Context: an optimization exercise on an open-source flow, tuned for small area, a short achievable clock period and few clock cycles. The choices shown serve that exercise and are no tape-out recipe.
The RTL was checked by simulation tests, not by an equivalence proof against the original design.
Power and IR drop assume default switching activity.

==> flow/design.v <==
package ddo_pkg;
    localparam int CORDIC_STEPS = 24;
    localparam int CORDIC_N     = (CORDIC_STEPS > 32) ? 32 : CORDIC_STEPS;
    localparam int CORDIC_W     = 36;
    localparam int CORDIC_CNT_W = 5;
    localparam int MUL_A_W   = 48;
    localparam int MUL_B_W   = 34;
    localparam int MUL_P_W   = MUL_A_W + MUL_B_W;
    localparam int MUL_CNT_W = $clog2(MUL_B_W);
    localparam int DIV_N_W   = 68;
    localparam int DIV_D_W   = 32;
    localparam int DIV_Q_W   = 47;
    localparam int DIV_CNT_W = $clog2(DIV_N_W);
    localparam logic signed [33:0] PI_Q28      = 34'sd843314857;
    localparam logic signed [33:0] TWO_PI_Q28  = 34'sd1686629713;
    localparam logic signed [33:0] HALF_PI_Q28 = 34'sd421657428;
    localparam logic signed [CORDIC_W-1:0] CORDIC_GAIN_Q30 = 36'sd652032874;
    localparam logic [DIV_Q_W:0] RADIUS_CAP = 48'h4000_0000_0000;
    typedef enum logic [2:0] {
        REG_LEFT_SCALE    = 3'd0,
        REG_RIGHT_SCALE   = 3'd1,
        REG_INVERSE_TRACK = 3'd2,
        REG_TURN_DEADBAND = 3'd3,
        REG_GYRO_DEADBAND = 3'd4
    } t_reg_idx;
    typedef enum logic [3:0] {
        ST_IDLE, ST_MUL_L, ST_MUL_R, ST_MUL_T, ST_WRAP, ST_COS0, ST_DIV_Q,
        ST_DIV_H, ST_COS1, ST_MUL_X, ST_MUL_Y, ST_DONE
    } t_state;
endpackage
import ddo_pkg::*;
module ddo_mul (
    input  logic                         i_clk,
    input  logic                         i_rst_n,
    input  logic                         i_start,
    input  logic [ddo_pkg::MUL_A_W-1:0]  i_a,
    input  logic [ddo_pkg::MUL_B_W-1:0]  i_b,
    output logic                         o_done,
    output logic [ddo_pkg::MUL_P_W-1:0]  o_prod
);
    logic [MUL_A_W-1:0]   r_a;
    logic [MUL_B_W-1:0]   r_b;
    logic [MUL_P_W-1:0]   r_acc;
    logic [MUL_CNT_W-1:0] r_cnt;
    logic                 r_busy;
    logic                 r_done;
    always_ff @(posedge i_clk) begin
        if (!i_rst_n) begin
            r_busy <= 1'b0;
            r_done <= 1'b0;
            r_cnt  <= '0;
        end else begin
            r_done <= 1'b0;
            if (i_start) begin
                r_busy <= 1'b1;
                r_cnt  <= '0;
            end else if (r_busy) begin
                r_cnt <= r_cnt + 1'b1;
                if (r_cnt == MUL_CNT_W'(MUL_B_W - 1)) begin
                    r_busy <= 1'b0;
                    r_done <= 1'b1;
                end
            end
        end
    end
    always_ff @(posedge i_clk) begin
        if (i_start) begin
            r_a   <= i_a;
            r_b   <= i_b;
            r_acc <= '0;
        end else if (r_busy) begin
            r_acc <= {r_acc[MUL_P_W-2:0], 1'b0}
                   + (r_b[MUL_B_W-1] ? MUL_P_W'(r_a) : '0);
            r_b   <= {r_b[MUL_B_W-2:0], 1'b0};
        end
    end
    assign o_done = r_done;
    assign o_prod = r_acc;
endmodule
import ddo_pkg::*;
module ddo_div (
    input  logic                         i_clk,
    input  logic                         i_rst_n,
    input  logic                         i_start,
    input  logic [ddo_pkg::DIV_N_W-1:0]  i_num,
    input  logic [ddo_pkg::DIV_D_W-1:0]  i_den,
    output logic                         o_done,
    output logic [ddo_pkg::DIV_Q_W-1:0]  o_quot
);
    logic [DIV_N_W-1:0]   r_num;
    logic [DIV_D_W-1:0]   r_den;
    logic [DIV_D_W-1:0]   r_rem;
    logic [DIV_Q_W:0]     r_q;
    logic                 r_ovf;
    logic [DIV_CNT_W-1:0] r_cnt;
    logic                 r_busy;
    logic                 r_done;
    logic [DIV_D_W:0]     w_rem_sh;
    logic                 w_ge;
    assign w_rem_sh = {r_rem, r_num[DIV_N_W-1]};
    assign w_ge     = w_rem_sh >= {1'b0, r_den};
    always_ff @(posedge i_clk) begin
        if (!i_rst_n) begin
            r_busy <= 1'b0;
            r_done <= 1'b0;
            r_cnt  <= '0;
        end else begin
            r_done <= 1'b0;
            if (i_start) begin
                r_busy <= 1'b1;
                r_cnt  <= '0;
            end else if (r_busy) begin
                r_cnt <= r_cnt + 1'b1;
                if (r_cnt == DIV_CNT_W'(DIV_N_W - 1)) begin
                    r_busy <= 1'b0;
                    r_done <= 1'b1;
                end
            end
        end
    end
    always_ff @(posedge i_clk) begin
        if (i_start) begin
            r_num <= i_num;
            r_den <= i_den;
            r_rem <= '0;
            r_q   <= '0;
            r_ovf <= 1'b0;
        end else if (r_busy) begin
            r_num <= {r_num[DIV_N_W-2:0], 1'b0};
            r_rem <= DIV_D_W'(w_ge ? w_rem_sh - {1'b0, r_den} : w_rem_sh);
            r_q   <= {r_q[DIV_Q_W-1:0], w_ge};
            r_ovf <= r_ovf | r_q[DIV_Q_W];
        end
    end
    assign o_done = r_done;
    assign o_quot = (r_ovf || (r_q > RADIUS_CAP)) ? RADIUS_CAP[DIV_Q_W-1:0]
                                                  : r_q[DIV_Q_W-1:0];
endmodule
import ddo_pkg::*;
module ddo_cordic (
    input  logic                                i_clk,
    input  logic                                i_rst_n,
    input  logic                                i_start,
    input  logic signed [31:0]                  i_angle,
    output logic                                o_done,
    output logic signed [ddo_pkg::CORDIC_W-1:0] o_cos,
    output logic signed [ddo_pkg::CORDIC_W-1:0] o_sin
);
    logic signed [CORDIC_W-1:0] r_x, r_y, r_z;
    logic                       r_neg;
    logic [CORDIC_CNT_W-1:0]    r_cnt;
    logic                       r_busy;
    logic                       r_done;
    logic signed [33:0]         w_ang;
    logic signed [33:0]         w_fold;
    logic                       w_neg;
    logic signed [CORDIC_W-1:0] w_tx, w_ty, w_at;
    always_comb begin
        w_ang  = 34'(i_angle);
        w_fold = w_ang;
        w_neg  = 1'b0;
        if (w_ang > HALF_PI_Q28) begin
            w_fold = w_ang - PI_Q28;
            w_neg  = 1'b1;
        end else if (w_ang < -HALF_PI_Q28) begin
            w_fold = w_ang + PI_Q28;
            w_neg  = 1'b1;
        end
    end
    function automatic logic signed [CORDIC_W-1:0] atan_q30(input logic [4:0] i);
        case (i)
            5'd0:  atan_q30 = 36'sd843314856;
            5'd1:  atan_q30 = 36'sd497837829;
            5'd2:  atan_q30 = 36'sd263043836;
            5'd3:  atan_q30 = 36'sd133525158;
            5'd4:  atan_q30 = 36'sd67021686;
            5'd5:  atan_q30 = 36'sd33543515;
            5'd6:  atan_q30 = 36'sd16775850;
            5'd7:  atan_q30 = 36'sd8388437;
            5'd8:  atan_q30 = 36'sd4194282;
            5'd9:  atan_q30 = 36'sd2097149;
            5'd10: atan_q30 = 36'sd1048575;
            5'd11: atan_q30 = 36'sd524287;
            5'd12: atan_q30 = 36'sd262143;
            5'd13: atan_q30 = 36'sd131071;
            5'd14: atan_q30 = 36'sd65535;
            5'd15: atan_q30 = 36'sd32767;
            5'd16: atan_q30 = 36'sd16383;
            5'd17: atan_q30 = 36'sd8191;
            5'd18: atan_q30 = 36'sd4095;
            5'd19: atan_q30 = 36'sd2047;
            5'd20: atan_q30 = 36'sd1023;
            5'd21: atan_q30 = 36'sd511;
            5'd22: atan_q30 = 36'sd255;
            5'd23: atan_q30 = 36'sd127;
            5'd24: atan_q30 = 36'sd63;
            5'd25: atan_q30 = 36'sd31;
            5'd26: atan_q30 = 36'sd15;
            5'd27: atan_q30 = 36'sd8;
            5'd28: atan_q30 = 36'sd4;
            5'd29: atan_q30 = 36'sd2;
            5'd30: atan_q30 = 36'sd1;
            default: atan_q30 = 36'sd0;
        endcase
    endfunction
    assign w_tx = r_y >>> r_cnt;
    assign w_ty = r_x >>> r_cnt;
    assign w_at = atan_q30(r_cnt);
    always_ff @(posedge i_clk) begin
        if (!i_rst_n) begin
            r_busy <= 1'b0;
            r_done <= 1'b0;
            r_cnt  <= '0;
        end else begin
            r_done <= 1'b0;
            if (i_start) begin
                r_busy <= 1'b1;
                r_cnt  <= '0;
            end else if (r_busy) begin
                r_cnt <= r_cnt + 1'b1;
                if (r_cnt == CORDIC_CNT_W'(CORDIC_N - 1)) begin
                    r_busy <= 1'b0;
                    r_done <= 1'b1;
                end
            end
        end
    end
    always_ff @(posedge i_clk) begin
        if (i_start) begin
            r_x   <= CORDIC_GAIN_Q30;
            r_y   <= '0;
            r_z   <= CORDIC_W'(w_fold) <<< 2;
            r_neg <= w_neg;
        end else if (r_busy) begin
            if (r_z >= 0) begin
                r_x <= r_x - w_tx;
                r_y <= r_y + w_ty;
                r_z <= r_z - w_at;
            end else begin
                r_x <= r_x + w_tx;
                r_y <= r_y - w_ty;
                r_z <= r_z + w_at;
            end
        end
    end
    assign o_done = r_done;
    assign o_cos  = r_neg ? -r_x : r_x;
    assign o_sin  = r_neg ? -r_y : r_y;
endmodule
import ddo_pkg::*;
module diff_drive_odometry (
    input  logic         i_clk,
    input  logic         i_rst_n,
    input  logic         s_axis_tvalid,
    output logic         s_axis_tready,
    input  logic [63:0]  s_axis_tdata,
    output logic         m_axis_tvalid,
    input  logic         m_axis_tready,
    output logic [127:0] m_axis_tdata,
    input  logic         i_cfg_valid,
    output logic         o_cfg_ready,
    input  logic [2:0]   i_cfg_index,
    input  logic [27:0]  i_cfg_data
);
    logic [23:0] r_left_scale, r_right_scale, r_inv_track;
    logic [19:0] r_turn_db;
    logic [27:0] r_gyro_db;
    logic signed [31:0] r_heading, r_x, r_y, r_gyro;
    ddo_pkg::t_state r_state;
    ddo_pkg::t_state n_state;
    logic   r_run, n_run;
    logic   r_out_valid;
    logic [127:0] r_out_data;
    logic [15:0]        r_lc, r_rc;
    logic signed [41:0] r_wayl, r_wayr;
    logic signed [31:0] r_ddir;
    logic signed [33:0] r_nw;
    logic signed [CORDIC_W-1:0] r_c0, r_s0;
    logic signed [DIV_Q_W:0]    r_q;
    logic [39:0]        r_half;
    logic               r_turn;
    logic signed [53:0] r_dx, r_dy;
    logic                 w_mul_start, w_mul_done;
    logic [MUL_A_W-1:0]   w_mul_a;
    logic [MUL_B_W-1:0]   w_mul_b;
    logic [MUL_P_W-1:0]   w_prod;
    logic                 w_div_start, w_div_done;
    logic [DIV_N_W-1:0]   w_div_num;
    logic [DIV_D_W-1:0]   w_div_den;
    logic [DIV_Q_W-1:0]   w_quot;
    logic                 w_cor_start, w_cor_done;
    logic signed [31:0]   w_cor_ang;
    logic signed [CORDIC_W-1:0] w_c1, w_s1;
    logic [15:0]        w_lc_mag, w_rc_mag;
    logic signed [41:0] w_pw, w_way_new;
    logic signed [42:0] w_diff;
    logic [42:0]        w_dm;
    logic [69:0]        w_t;
    logic               w_t_gt_max, w_t_gt_min;
    logic signed [31:0] w_ddir_new;
    logic [31:0]        w_ddm;
    logic               w_turn;
    logic [41:0]        w_wayl_mag, w_wayr_mag;
    logic signed [48:0] w_r;
    logic [48:0]        w_r_mag;
    logic signed [36:0] w_cd, w_sd;
    logic [36:0]        w_cd_mag, w_sd_mag;
    logic [CORDIC_W-1:0] w_s0_mag, w_c0_mag;
    logic               w_mul_neg;
    logic signed [53:0] w_dp, w_dv;
    logic [31:0]        w_g_mag;
    logic signed [32:0] w_g_sum;
    logic signed [54:0] w_x_sum, w_y_sum;
    logic               w_in_beat, w_out_load;
    function automatic logic signed [31:0] sat32(input logic signed [54:0] v);
        if ((&v[54:31]) || !(|v[54:31])) sat32 = v[31:0];
        else sat32 = v[54] ? 32'sh8000_0000 : 32'sh7FFF_FFFF;
    endfunction
    assign s_axis_tready = (r_state == ST_IDLE);
    assign w_in_beat     = s_axis_tvalid && s_axis_tready;
    assign o_cfg_ready   = 1'b1;
    assign m_axis_tvalid = r_out_valid;
    assign m_axis_tdata  = r_out_data;
    assign w_lc_mag = r_lc[15] ? 16'd0 - r_lc : r_lc;
    assign w_rc_mag = r_rc[15] ? 16'd0 - r_rc : r_rc;
    assign w_pw     = $signed({1'b0, w_prod[40:0]});
    assign w_way_new = ((r_state == ST_MUL_L) ? r_lc[15] : r_rc[15]) ? -w_pw : w_pw;
    assign w_diff = 43'(r_wayr) - 43'(r_wayl);
    assign w_dm   = w_diff[42] ? 43'd0 - w_diff : w_diff;
    assign w_t    = w_prod[81:12];
    assign w_t_gt_max = |w_t[69:31];
    assign w_t_gt_min = (|w_t[69:32]) || (w_t[31] && (|w_t[30:0]));
    always_comb begin
        if (!w_diff[42]) w_ddir_new = w_t_gt_max ? 32'sh7FFF_FFFF : w_t[31:0];
        else             w_ddir_new = w_t_gt_min ? 32'sh8000_0000 : 32'd0 - w_t[31:0];
    end
    assign w_ddm  = r_ddir[31] ? 32'd0 - r_ddir : r_ddir;
    assign w_turn = (r_ddir != 32'sd0) && (w_ddm >= 32'(r_turn_db));
    assign w_wayl_mag = r_wayl[41] ? 42'd0 - r_wayl : r_wayl;
    assign w_wayr_mag = r_wayr[41] ? 42'd0 - r_wayr : r_wayr;
    assign w_r        = 49'(r_q) + $signed({9'd0, r_half});
    assign w_r_mag    = w_r[48] ? 49'd0 - w_r : w_r;
    assign w_cd       = 37'(r_c0) - 37'(w_c1);
    assign w_sd       = 37'(w_s1) - 37'(r_s0);
    assign w_cd_mag   = w_cd[36] ? 37'd0 - w_cd : w_cd;
    assign w_sd_mag   = w_sd[36] ? 37'd0 - w_sd : w_sd;
    assign w_s0_mag   = r_s0[CORDIC_W-1] ? CORDIC_W'(0) - r_s0 : r_s0;
    assign w_c0_mag   = r_c0[CORDIC_W-1] ? CORDIC_W'(0) - r_c0 : r_c0;
    always_comb begin
        w_mul_a   = '0;
        w_mul_b   = '0;
        w_mul_neg = 1'b0;
        case (r_state)
            ST_MUL_L: begin
                w_mul_a = MUL_A_W'(w_lc_mag);
                w_mul_b = MUL_B_W'(r_left_scale);
            end
            ST_MUL_R: begin
                w_mul_a = MUL_A_W'(w_rc_mag);
                w_mul_b = MUL_B_W'(r_right_scale);
            end
            ST_MUL_T: begin
                w_mul_a = MUL_A_W'(w_dm);
                w_mul_b = MUL_B_W'(r_inv_track);
            end
            ST_MUL_X: begin
                if (r_turn) begin
                    w_mul_a   = MUL_A_W'(w_r_mag);
                    w_mul_b   = MUL_B_W'(w_cd_mag);
                    w_mul_neg = w_r[48] ^ w_cd[36];
                end else begin
                    w_mul_a   = MUL_A_W'(w_wayr_mag);
                    w_mul_b   = MUL_B_W'(w_s0_mag);
                    w_mul_neg = r_wayr[41] ^ r_s0[CORDIC_W-1];
                end
            end
            ST_MUL_Y: begin
                if (r_turn) begin
                    w_mul_a   = MUL_A_W'(w_r_mag);
                    w_mul_b   = MUL_B_W'(w_sd_mag);
                    w_mul_neg = w_r[48] ^ w_sd[36];
                end else begin
                    w_mul_a   = MUL_A_W'(w_wayr_mag);
                    w_mul_b   = MUL_B_W'(w_c0_mag);
                    w_mul_neg = r_wayr[41] ^ r_c0[CORDIC_W-1];
                end
            end
            default: ;
        endcase
    end
    assign w_dp = $signed({2'b0, w_prod[81:30]});
    assign w_dv = w_mul_neg ? -w_dp : w_dp;
    assign w_div_num = (r_state == ST_DIV_H) ? DIV_N_W'(1) << 39
                                             : {w_wayl_mag[39:0], 28'd0};
    assign w_div_den = (r_state == ST_DIV_H) ? DIV_D_W'(r_inv_track) : w_ddm;
    assign w_cor_ang = (r_state == ST_COS0) ? r_heading : r_nw[31:0];
    assign w_g_mag = s_axis_tdata[63] ? 32'd0 - s_axis_tdata[63:32] : s_axis_tdata[63:32];
    assign w_g_sum = 33'(r_gyro) + 33'($signed(s_axis_tdata[63:32]));
    assign w_x_sum = 55'(r_x) + 55'(r_dx);
    assign w_y_sum = 55'(r_y) + 55'(r_dy);
    assign w_out_load = (r_state == ST_DONE) && (!r_out_valid || m_axis_tready);
    always_comb begin
        n_state     = r_state;
        n_run       = r_run;
        w_mul_start = 1'b0;
        w_div_start = 1'b0;
        w_cor_start = 1'b0;
        unique case (r_state)
            ST_IDLE: begin
                if (s_axis_tvalid) n_state = ST_MUL_L;
            end
            ST_MUL_L, ST_MUL_R, ST_MUL_T, ST_MUL_X, ST_MUL_Y: begin
                w_mul_start = !r_run;
                n_run       = 1'b1;
                if (w_mul_done) begin
                    n_run = 1'b0;
                    unique case (r_state)
                        ST_MUL_L: n_state = ST_MUL_R;
                        ST_MUL_R: n_state = ST_MUL_T;
                        ST_MUL_T: n_state = ST_WRAP;
                        ST_MUL_X: n_state = ST_MUL_Y;
                        default:  n_state = ST_DONE;
                    endcase
                end
            end
            ST_WRAP: begin
                if (!(r_nw >= PI_Q28) && !(r_nw < -PI_Q28)) n_state = ST_COS0;
            end
            ST_COS0, ST_COS1: begin
                w_cor_start = !r_run;
                n_run       = 1'b1;
                if (w_cor_done) begin
                    n_run = 1'b0;
                    if (r_state == ST_COS1) n_state = ST_MUL_X;
                    else                    n_state = w_turn ? ST_DIV_Q : ST_MUL_X;
                end
            end
            ST_DIV_Q, ST_DIV_H: begin
                w_div_start = !r_run;
                n_run       = 1'b1;
                if (w_div_done) begin
                    n_run = 1'b0;
                    if (r_state == ST_DIV_Q && r_inv_track != 24'd0) n_state = ST_DIV_H;
                    else                                             n_state = ST_COS1;
                end
            end
            ST_DONE: begin
                if (w_out_load) n_state = ST_IDLE;
            end
            default: n_state = ST_IDLE;
        endcase
    end
    always_ff @(posedge i_clk) begin
        if (!i_rst_n) begin
            r_state       <= ST_IDLE;
            r_run         <= 1'b0;
            r_out_valid   <= 1'b0;
            r_left_scale  <= 24'd65536;
            r_right_scale <= 24'd65536;
            r_inv_track   <= 24'd209715;
            r_turn_db     <= 20'd26844;
            r_gyro_db     <= 28'd5368709;
            r_heading     <= '0;
            r_x           <= '0;
            r_y           <= '0;
            r_gyro        <= '0;
        end else begin
            r_state <= n_state;
            r_run   <= n_run;
            if (i_cfg_valid) begin
                unique case (i_cfg_index)
                    REG_LEFT_SCALE:    r_left_scale  <= i_cfg_data[23:0];
                    REG_RIGHT_SCALE:   r_right_scale <= i_cfg_data[23:0];
                    REG_INVERSE_TRACK: r_inv_track   <= i_cfg_data[23:0];
                    REG_TURN_DEADBAND: r_turn_db     <= i_cfg_data[19:0];
                    REG_GYRO_DEADBAND: r_gyro_db     <= i_cfg_data;
                    default: ;
                endcase
            end
            if (w_in_beat && (w_g_mag > 32'(r_gyro_db))) begin
                if (w_g_sum[32] != w_g_sum[31])
                    r_gyro <= w_g_sum[32] ? 32'sh8000_0000 : 32'sh7FFF_FFFF;
                else
                    r_gyro <= w_g_sum[31:0];
            end
            if (w_out_load) begin
                r_heading   <= r_nw[31:0];
                r_x         <= sat32(w_x_sum);
                r_y         <= sat32(w_y_sum);
                r_out_valid <= 1'b1;
            end else if (m_axis_tready) begin
                r_out_valid <= 1'b0;
            end
        end
    end
    always_ff @(posedge i_clk) begin
        if (w_in_beat) begin
            r_lc <= s_axis_tdata[15:0];
            r_rc <= s_axis_tdata[31:16];
        end
        if (w_mul_done) begin
            case (r_state)
                ST_MUL_L: r_wayl <= w_way_new;
                ST_MUL_R: r_wayr <= w_way_new;
                ST_MUL_T: begin
                    r_ddir <= w_ddir_new;
                    r_nw   <= 34'(r_heading) + 34'(w_ddir_new);
                end
                ST_MUL_X: r_dx <= w_dv;
                ST_MUL_Y: r_dy <= w_dv;
                default: ;
            endcase
        end
        if (r_state == ST_WRAP) begin
            if (r_nw >= PI_Q28)       r_nw <= r_nw - TWO_PI_Q28;
            else if (r_nw < -PI_Q28)  r_nw <= r_nw + TWO_PI_Q28;
        end
        if (w_cor_done && r_state == ST_COS0) begin
            r_c0   <= w_c1;
            r_s0   <= w_s1;
            r_turn <= w_turn;
        end
        if (w_div_done) begin
            if (r_state == ST_DIV_Q) begin
                r_q    <= (r_wayl[41] ^ r_ddir[31]) ? -$signed({1'b0, w_quot})
                                                    : $signed({1'b0, w_quot});
                r_half <= '0;
            end else begin
                r_half <= w_quot[39:0];
            end
        end
        if (w_out_load)
            r_out_data <= {r_gyro, sat32(w_y_sum), sat32(w_x_sum), r_nw[31:0]};
    end
    ddo_mul u_mul (
        .i_clk   (i_clk),
        .i_rst_n (i_rst_n),
        .i_start (w_mul_start),
        .i_a     (w_mul_a),
        .i_b     (w_mul_b),
        .o_done  (w_mul_done),
        .o_prod  (w_prod)
    );
    ddo_div u_div (
        .i_clk   (i_clk),
        .i_rst_n (i_rst_n),
        .i_start (w_div_start),
        .i_num   (w_div_num),
        .i_den   (w_div_den),
        .o_done  (w_div_done),
        .o_quot  (w_quot)
    );
    ddo_cordic u_cordic (
        .i_clk   (i_clk),
        .i_rst_n (i_rst_n),
        .i_start (w_cor_start),
        .i_angle (w_cor_ang),
        .o_done  (w_cor_done),
        .o_cos   (w_c1),
        .o_sin   (w_s1)
    );
endmodule
==> flow/run.sh <==
#!/bin/bash
# synth_recipe.tcl (not shown) runs the flow's synth.tcl, then flattens the netlist and writes it again
# the make line also repeats each setting of config.mk as NAME=value (left out here)
make -C /OpenROAD-flow-scripts/flow DESIGN_CONFIG=/design/flow/config.mk WORK_HOME=/design/flow/orfs CLKGATE_MAP_FILE= SYNTH_SCRIPT=/design/flow/synth_recipe.tcl finish
==> flow/config.mk <==
export PLATFORM = sky130hd
export DESIGN_NAME = diff_drive_odometry
export DESIGN_NICKNAME = diff_drive_odometry
export VERILOG_FILES = /design/flow/design.v
export SDC_FILE = /design/flow/constraint.sdc
export NUM_CORES = 4
export LEC_CHECK = 0
export CAP_MARGIN = 20
export CORE_MARGIN = 2
export CORE_UTILIZATION = 40
export SLEW_MARGIN = 20
==> flow/constraint.sdc <==
create_clock -name core_clock -period 11.0 [get_ports {i_clk}]
set_input_delay 2.2000 -clock core_clock [delete_from_list [all_inputs] [get_ports {i_clk}]]
set_output_delay 2.2000 -clock core_clock [all_outputs]
set_load 0.01 [all_outputs]
==> summary.txt <==
-- cell usage after synthesis (all sizes together), types with 38 or more instances --
| library cell | instances |
|---|---|
| and3 | 136 |
| nand2b | 144 |
| xnor2 | 753 |
| nand4 | 97 |
| nand2 | 1180 |
| dfxtp | 579 |
| o22ai | 94 |
| nor3 | 209 |
| a22o | 58 |
| o31ai | 173 |
| a21oi | 787 |
| nor2 | 939 |
| clkbuf | 578 |
| edfxtp | 734 |
| o211ai | 89 |
| or2 | 79 |
| nand3 | 234 |
| ha | 582 |
| nor4 | 82 |
| xor2 | 394 |
| o41ai | 76 |
| o21bai | 72 |
| a21o | 270 |
| o21ai | 935 |
| a31oi | 137 |
| mux4 | 80 |
| and2 | 109 |
| buf | 84 |
| nor2b | 99 |
| o221ai | 38 |
| mux2i | 192 |
| or3 | 139 |
| a21boi | 148 |
| a211oi | 104 |
| inv | 458 |
| or4 | 97 |
| o21a | 94 |
| mux2 | 59 |
-- cell usage in the layout (no fill, tap or decap), drive strengths merged, types with 99 or more instances in the layout --
cell           instances
a211oi               104
o21ai                935
a21boi               148
or3                  139
ha                   582
inv                  467
dfxtp                579
nor3                 209
nor2b                 99
mux2i                192
a31oi                137
a21o                 270
nand3                234
clkdlybuf4s50        228
a21oi                787
clkbuf               199
edfxtp               734
xor2                 394
nand2b               144
buf                  131
xnor2                753
nor2                 939
nand2               1180
and2                 109
o31ai                173
and3                 136
-- metal layers --
metal | up-vias | GRT usage | part of all wire
met2 | 3263 | 0.380 | 0.44
met4 | 2 | 0.0734 | 0.030
met5 | - | 0 | 0.000040
met1 | 43300 | 0.355 | 0.46
met3 | 447 | 0.0382 | 0.076
li1 | 42400 | - | -
-- layout make-up --
class                   count  area, sq um
diodes                      4         10.0
clock inverters            91          990
well taps                3330         4170
repair buffers            359         3280
flip-flops and latches   1313        33700
clock buffers             199         4250
multi-input cells        9211        62200
fillers                 24100       138000
inverters                 467         1760
-- state kept, by name, summed over array words and instances, names as in the netlist, 42 cells and up --
name / count
r_q: 48
u_mul.r_a: 48
u_div.r_q: 48
r_dx: 54
r_wayl: 42
r_wayr: 42
u_mul.r_acc: 82
r_dy: 54
r_out_data: 128
-- logic make-up after synthesis --
group / after synthesis / synth area share
compound gates: 3464 / 0.224
fa+ha+maj: 604 / 0.0764
mux: 331 / 0.0439
other cells: 1 / 0.0000375
flops: 1313 / 0.337
simple gates: 3663 / 0.175
buf+inv: 1129 / 0.0431
xor+xnor: 1148 / 0.101
-- power by group through the flow --
stage	clock (uW)	combinational [uW]	sequential, uW
finish	5340	11200	7100
floorplan	0	8440	6520
global placement	0	10700	7140
global route	5640	12200	7170
CTS	5440	11000	7060
detailed placement	0	10900	7160
-- critical path: cells and delay by family, from the launching register on --
kind            cells  cell delay [ns]
compound gates     25             6.66
fa+ha+maj           3             0.84
buf+inv             3             0.51
flops               1             0.39
simple gates        4             0.75
-- path summary, 6_finish.rpt --
path                         start  slack [ns]  cells after the start          endpoint
setup / recovery         r_wayr[0]        1.70                     35          r_nw[33]
hold / removal    r_left_scale[10]        0.47                      2  r_left_scale[10]
setup reg to reg         r_wayr[0]        1.70                     35          r_nw[33]
hold reg to reg   r_left_scale[10]        0.47                      2  r_left_scale[10]
-- through the flow --
step	setup slack (ns)	hold slack [ns]	power (uW)	utilization
after floorplan	3.15	0.406	15000	-
after global placement	1.63	0.441	17900	0.423
after detailed placement	1.71	0.449	18100	0.423
after CTS	1.63	0.467	23500	0.444
after global routing	0.921	0.479	25100	0.444
final	1.70	0.468	23600	0.444
==> impl_metrics.csv <==
group,metric,value,unit
clocking,cts_tree,"built",
routing,viasPerCell,5.97,
timing,slew_viol_final,0,
critical_path,critPathSlowestCell,"a2111oi_0",
clocking,h-tree-depth,4,
global_route,antenna_found_initial,8,
clocking,cts_resized,0,
yosys,synth_flop_cell,"edfxtp_1",
timing,relSlewSlack,0.232,
yosys,synth_edf_count,734,
placement,dpl.cell_count,14700,
clocking,clkSinkCount,1313,
timing,fmax,107,MHz
timing,worstMarginPinSlew,1.14,ns
pwr,swShare,0.429,
floorplan,rows,183,
clocking,clk_latency,0.84,ns
critical_path,cp.required,11.68,ns
pwr,vdd_ir_drop_max,0.000178,V
yosys,synth_area_per_cell,8.58,sq um
timing,fin_crit_sh,0.846,
critical_path,cp_slowest_stage_delay,0.69,ns
pwr,clkPwrFrac,0.226,
timing,period_minus_slack,9.30,ns
layout,fin_nets,12200,
floorplan,io_pins,231,
timing,rsz0062_at_grt,"false",
placement,gp_congestion,0.964,
pwr,p_switching,10100,uW
routing,antenna_left,0,
pwr,power_density,214,nW/um^2
yosys,syn_inst,11700,
pwr,power_frac_seq,0.300,
global_route,grt_overflow,0,
layout,stdcell_count,15000,
yosys,synth_nets,12300,
global_route,grt_max_degree,105,
yosys,synth-seq-cells,1313,
timing,final_hold_viol_count,0,
global_route,grt_use_total,0.247,
yosys,synth_top_area_share,0.221,
yosys,synth.distinct_cells,110,
global_route,grt_pass1_wl,500,mm
global_route,grt_pass1_vias,83100,
yosys,synth-seq-area-share,0.337,
layout,area.growth.synth_to_final,10.4,%
routing,drt_iter0_markers,8818,
timing,setup_viol_count_final,0,
floorplan,die_x,504,um
layout,fin_area,110000,sq um
yosys,synthArstFlopShare,0,
floorplan,die_area,254000,sq um
pwr,p_comb_frac,0.474,
critical_path,critPathMaxFanout,15,
clocking,postCtsSetupBuffers,0,
critical_path,critPathLaunchType,"flip-flop",
routing,dr.pass1.iters,8,
placement,postPlaceCellArea,105000,sq um
placement,port-buffer-count,229,
yosys,synth_area_leaders,"edfxtp_1 (22%), dfxtp_1 (12%), ha_1 (7.3%)",
placement,hpwl,248,mm
run,maxCapViolations,0,
floorplan,die_h,504,um
hold_path,hold_class,"reg2reg",
timing,clock_skew,0.0482,ns
clocking,hold_buffers,0,
layout,layout-drive-gt1-share,0.0612,
clocking,clockBufferDepth,3,
yosys,yosys_warnings,4,
clocking,cts_made_buffers,155,
yosys,synthesis.area,99900,sq um
floorplan,fp.coreArea,248000,sq um
clocking,root_buffer,"clkbuf_16",
status,status,"timing/DRC/antenna clean",
critical_path,end_kind,"flip-flop",
routing,wl_per_cell,21.9,um
critical_path,critPathArrivalTime,9.98,ns
critical_path,path_common_cell,"o21ai_0",
floorplan,start_util,0.402,
routing,drc,0,
pwr,p_leak,0.0419,uW
routing,vias,89400,
critical_path,path_class,"reg2reg",
timing,tns,0,ns
clocking,clkSlewWorstSetupHoldPaths,0.06,ns
routing,routed_wl,328,mm
pwr,internal-power,13500,uW
yosys,synth_top_area_cell,"edfxtp_1",
Testbench counts, summed over its fixed seeds: cycles 675,061.

## afterwards: timing with drivers on the ports
How much do the figures lean on ideal ports? The routed layout below was timed once more, with nothing changed but the port constraints.
Step 1, drivers: a clkbuf_16 drives i_clk and a buf_2 each remaining input, both assumed.
Step 2 also shifts input and output timing later by t, the mid clock arrival at the registers, as if the neighbouring blocks saw the same clock.
Slacks: ideal ports / drivers / drivers and shift; pairs: ideal ports / drivers.
t, ns: 0.914
setup slack, ns: 1.695 / 1.695 / 1.695
slew at the worst register clock pin (ns): 0.07 / 0.07
After both steps setup and hold are still met in this run. The setup slack of this run moves by 0.000 ns with the drivers and by 0.000 ns with both steps.
